This design comes from an exercise in tuning for small area, a short achievable clock period and few clock cycles on the open sky130 flow, not from production work.
The RTL was checked by simulation tests, not by an equivalence proof against the original design.

==> flow/design.v <==
module mat_vec_sequencer #(
    parameter int FRAC_BITS = 16,
    parameter int DIM_W     = 8
) (
    input  logic             clk,
    input  logic             reset,
    input  logic             start,
    input  logic [DIM_W-1:0] m_dim,
    input  logic [DIM_W-1:0] n_dim,
    input  logic             transpose,
    output logic             mat_read,
    output logic [DIM_W-1:0] mat_m_addr,
    output logic [DIM_W-1:0] mat_n_addr,
    output logic             mat_tr,
    input  logic [31:0]      mat_data,
    output logic [DIM_W-1:0] vec_addr,
    input  logic [31:0]      vec_data,
    output logic             y_valid,
    input  logic             y_ready,
    output logic [DIM_W-1:0] y_addr,
    output logic [31:0]      y_data,
    output logic             busy,
    output logic             done
);
    typedef enum logic [2:0] {IDLE, ISSUE, DRAIN, OUT, EMPTY, DONE} state_t;
    state_t state, next;
    logic [DIM_W-1:0] r_len, c_len, r, c;
    logic             tr;
    logic             rd_d, first_d;
    logic [31:0]      acc, term, sum;
    logic signed [63:0] prod;
    always_ff @(posedge clk or posedge reset) begin
        if (reset) state <= IDLE;
        else       state <= next;
    end
    always_comb begin
        next = state;
        case (state)
            IDLE:  if (start) next = (m_dim == '0 || n_dim == '0) ? EMPTY : ISSUE;
            ISSUE: if (c == c_len - 1'b1) next = DRAIN;
            DRAIN: next = OUT;
            OUT:   if (y_ready) next = (r == r_len - 1'b1) ? DONE : ISSUE;
            EMPTY: next = DONE;
            DONE:  next = IDLE;
            default: next = IDLE;
        endcase
    end
    assign prod = $signed(mat_data) * $signed(vec_data);
    assign term = 32'(prod >>> FRAC_BITS);
    assign sum = acc + term;
    always_ff @(posedge clk or posedge reset) begin
        if (reset) begin
            r_len   <= '0;
            c_len   <= '0;
            r       <= '0;
            c       <= '0;
            tr      <= 1'b0;
            rd_d    <= 1'b0;
            first_d <= 1'b0;
            acc     <= '0;
        end else begin
            rd_d    <= (state == ISSUE);
            first_d <= (state == ISSUE) && (c == '0);
            if (state == IDLE && start) begin
                r_len <= transpose ? n_dim : m_dim;
                c_len <= transpose ? m_dim : n_dim;
                tr    <= transpose;
                r     <= '0;
                c     <= '0;
            end
            if (state == ISSUE)
                c <= (c == c_len - 1'b1) ? '0 : c + 1'b1;
            if (state == OUT && y_ready)
                r <= (r == r_len - 1'b1) ? '0 : r + 1'b1;
            if (rd_d)
                acc <= first_d ? term : sum;
            else if (state == OUT && y_ready)
                acc <= '0;
        end
    end
    assign mat_read   = (state == ISSUE);
    assign mat_m_addr = r;
    assign mat_n_addr = c;
    assign vec_addr   = c;
    assign mat_tr     = tr;
    assign y_valid    = (state == OUT);
    assign y_addr     = y_valid ? r : '0;
    assign y_data     = y_valid ? acc : '0;
    assign busy       = (state == ISSUE) || (state == DRAIN) || (state == OUT) || (state == EMPTY);
    assign done       = (state == DONE);
endmodule
==> flow/run.sh <==
#!/bin/bash
# synth_recipe.tcl (not shown) runs the flow's synth.tcl, then flattens the netlist and writes it again
# the make line also repeats each setting of config.mk as NAME=value (left out here)
make -C /OpenROAD-flow-scripts/flow DESIGN_CONFIG=/design/flow/config.mk WORK_HOME=/design/flow/orfs CLKGATE_MAP_FILE= SYNTH_SCRIPT=/design/flow/synth_recipe.tcl finish
==> flow/config.mk <==
export PLATFORM = sky130hd
export DESIGN_NAME = mat_vec_sequencer
export DESIGN_NICKNAME = mat_vec_sequencer
export VERILOG_FILES = /design/flow/design.v
export SDC_FILE = /design/flow/constraint.sdc
export NUM_CORES = 4
export LEC_CHECK = 0
export CAP_MARGIN = 20
export CORE_MARGIN = 2
export CORE_UTILIZATION = 40
export SLEW_MARGIN = 20
==> flow/constraint.sdc <==
create_clock -name core_clock -period 12.0 [get_ports {clk}]
set_input_delay 2.4000 -clock core_clock [delete_from_list [all_inputs] [get_ports {clk}]]
set_output_delay 2.4000 -clock core_clock [all_outputs]
set_load 0.01 [all_outputs]
==> metrics.csv <==
stage,metric,value,unit
setup_path,element type at the critical path end,register,
sta,number of setup violations in the final report,0,
final_layout,filler instances,8103,
global_route,"Remaining Overflow, GRT",0,
clock_tree,maximum number of buffers from clock root to sink,2,
synth,portion of the post-synthesis area used by sequential elements,5.15,%
drt,Post-route DRC,0,
setup_path,Crit path arrival time,11.73,ns
synth,synthesis warning total,1,
setup_path,Crit path buffers/inverters,6,
synth,"top cells by area, synth","sky130_fd_sc_hd__fa_1, sky130_fd_sc_hd__and2_1, sky130_fd_sc_hd__inv_1",
final_layout,share of post-route cells with drive strength above 1,5.00,%
placed_design,Placed Cells,4960,
setup_path,crit-path leading delay family,adder cells,
sta,final hold viol count,0,
synth,Post-synth top flop,sky130_fd_sc_hd__dfrtp_1,
setup_path,critical path start-end classification,input pin to register,
synth,post-synthesis average cell area,9.14,um^2
setup_path,Worst Path Max Fanout,8,
die,number of core rows,106,
clock_tree,root buffer cell,sky130_fd_sc_hd__clkbuf_16,
clock_tree,Max H-tree Level,3,
final_layout,fin cells,4977,
setup_path,Crit path required time,12.21,ns
global_route,via count of the first global-routing pass,26900,
final_layout,design area,0.0380,mm^2
final_layout,Util after Layout,45.3,%
sta,unrepaired setup endpoints after global routing,false,
global_route,pin count of the biggest net entering global routing,71,
setup_path,Max stage delay on crit path,0.74,ns
die,number of ports placed on the die boundary,154,
drt,Antenna Violating Nets Remaining,0,
clock_tree,number of buffers created by CTS,9,
clock_tree,clock tree sinks,70,
clock_tree,Clock Latency Late Sink,0.36,ns
sta,post-layout min period,11.52,ns
drt,Avg WL per Cell,18.4,um
synth,Synth area leader,sky130_fd_sc_hd__fa_1,
run,maxcap violations,0,
drt,detailed-routing iteration count for the pre-antenna-repair pass,5,
final_layout,area growth from synthesis to layout,11.8,%
synth,share of flip-flops with an asynchronous set or reset,100,%
status,run status,finished clean,
die,DIE HEIGHT,296,um
synth,"EDFF count, synth",0,
drt,number of vias per cell after detailed routing,4.94,
final_layout,"top library cells by usage in the layout, fill and taps aside","sky130_fd_sc_hd__fa_1, sky130_fd_sc_hd__inv_1, sky130_fd_sc_hd__and2_1, sky130_fd_sc_hd__nand2_1, sky130_fd_sc_hd__ha_1",
placed_design,count of buffers from port buffering,153,
die,Die ar.,0.0874,mm^2
die,Starting Density,40.5,%
setup_path,most used cell along the critical path,sky130_fd_sc_hd__fa_1,
final_layout,n_diodes,0,
placed_design,HPWL Detailed,78000,um
synth,register bit count reported by yosys,70,
placed_design,routability congestion estimate from global placement,0.860,
clock_tree,CTS tree,yes,
global_route,global routing usage summed across all routing layers,22.3,%
placed_design,cell area after placement,0.0376,mm^2
sta,clock skew after layout,0.0107,ns
clock_tree,register clock-pin slew on the reported worst setup and hold paths,0.06,ns
drt,final wirelength,91500,um
synth,unique cell type count in the Yosys netlist,69,
sta,slew at the pin closest to its max-slew limit,0.987,ns
global_route,initial antenna violation count,3,
min_path,worst min-delay path class,register to register,
final_layout,final net count,4962,
setup_path,Critical-path top delay cell,sky130_fd_sc_hd__clkdlybuf4s50_1,
die,Core Box Area,0.0840,mm^2
sta,hold slack final,0.508,ns
global_route,first-pass GRT wire length,151000,um
synth,portion of synthesized cell area occupied by the leading cell type,49.4,%
drt,number of design-rule violations left by the first detailed-router iteration,1186,
setup_path,critical path launch point type,input pin,
final_layout,"leading cell type in the layout, fill and taps excluded",sky130_fd_sc_hd__fa_1,
drt,total number of vias,24600,
sta,peak clock frequency supported by timing,0.0868,GHz
synth,post-synthesis cell count,3722,
synth,post-synthesis net count,4846,
die,Die Span X,296,um
synth,area of the mapped netlist,0.0340,mm^2
sta,number of slew-limit violations in the final report,0,
sta,post-route clock period utilization,96.0,%
sta,tightest slew margin relative to the limit,34.2,%
-- registers in the layout, summed over array words and instances, names as in the netlist --
name     flops
acc         32
c            8
c_len        8
first_d      1
r            8
r_len        8
rd_d         1
state        3
tr           1
-- cell usage after synthesis, drive strengths merged (18+ instances only) --
cell,n
a21o,18
a21oi,86
and2,543
clkbuf,189
dfrtp,70
fa,839
ha,200
inv,822
mux2i,21
nand2,439
nand2b,22
nand3,20
nor2,73
nor2b,26
o21ai,72
xnor2,87
xor2,34
-- worst paths after layout --
kind | slack [ns] | depth (start not counted) | endpoint | startpoint
max in group asynchronous | 8.71 | 3 | c_len[5]$_DFFE_PP0P_ | reset
hold / removal | 0.51 | 1 | tr$_DFFE_PP0P_ | tr$_DFFE_PP0P_
setup reg to reg | 8.68 | 14 | acc[30]$_DFFE_PP0P_ | acc[0]$_DFFE_PP0P_
setup / recovery | 0.48 | 31 | acc[28]$_DFFE_PP0P_ | mat_data[20]
min in group asynchronous | 2.68 | 3 | r[6]$_DFFE_PP0P_ | reset
hold reg to reg | 0.51 | 1 | tr$_DFFE_PP0P_ | tr$_DFFE_PP0P_
-- area by class of cell --
class | count | area [um^2] | share of cell area, %
multi-input cells | 2628 | 28400 | 74.7
inverters | 822 | 3090 | 8.11
repair buffers | 307 | 3020 | 7.93
flip-flops and latches | 70 | 1750 | 4.61
well taps | 1134 | 1420 | 3.73
clock buffers | 9 | 225 | 0.592
clock inverters | 7 | 105 | 0.276
-- kinds of logic after synthesis --
| family | share of synthesized area [%] |
|---|---|
| mux | 0.684 |
| fa+ha+maj | 56.7 |
| simple gates | 18.1 |
| buf+inv | 11.4 |
| compound gates | 4.81 |
| flops | 5.15 |
| xor+xnor | 3.12 |
-- what timing repair did --
item / in CTS / in global routing
gates resized for setup: 0 / 12
setup endpoints to repair: 0 / 7
hold buffers: 0 / 0
buffers inserted: 0 / 1
-- layer usage --
metal / GRT usage (%) / vias to the layer above / routed length (um)
met4: 4.89 / 0 / 2080
met3: 1.89 / 103 / 3320
li1: - / 11100 / -
met1: 29.8 / 12900 / 39200
met2: 39.4 / 512 / 46900
met5: 0 / - / 0
-- metrics by stage --
stage               worst slack [ns]  TNS, ns
floorplan                       1.05        0
global placement             -0.0580  -0.0580
detailed placement           -0.0572  -0.0965
CTS                            0.264        0
global route                  0.0379        0
finish                         0.479        0
Testbench counts, summed over its fixed seeds: cycles 44,951.

## what the ideal ports hide
No port has a modelled driver above. Below, the same layout with a new extraction and two added sets of constraints.
Step 1 (the two cells are an assumption about what drives the block):
set clk [get_ports {clk}]
set_driving_cell -lib_cell sky130_fd_sc_hd__clkbuf_16 $clk
set_driving_cell -lib_cell sky130_fd_sc_hd__buf_2 [delete_from_list [all_inputs] $clk]
Step 2 also shifts input and output timing later by t, the mid clock arrival at the registers, as if the neighbouring blocks saw the same clock.
a / b / c = ideal / step 1 / step 2; a / b = the first two.
t (ns): 0.399
setup WS [ns]: 0.479 / 0.495 / 0.097
worst setup path at the end: input to register
slew at the worst register clock pin (ns): 0.07 / 0.07
After both steps this run still meets setup and hold. The setup slack of this run moves by +0.016 ns with the drivers and by -0.382 ns with both steps.
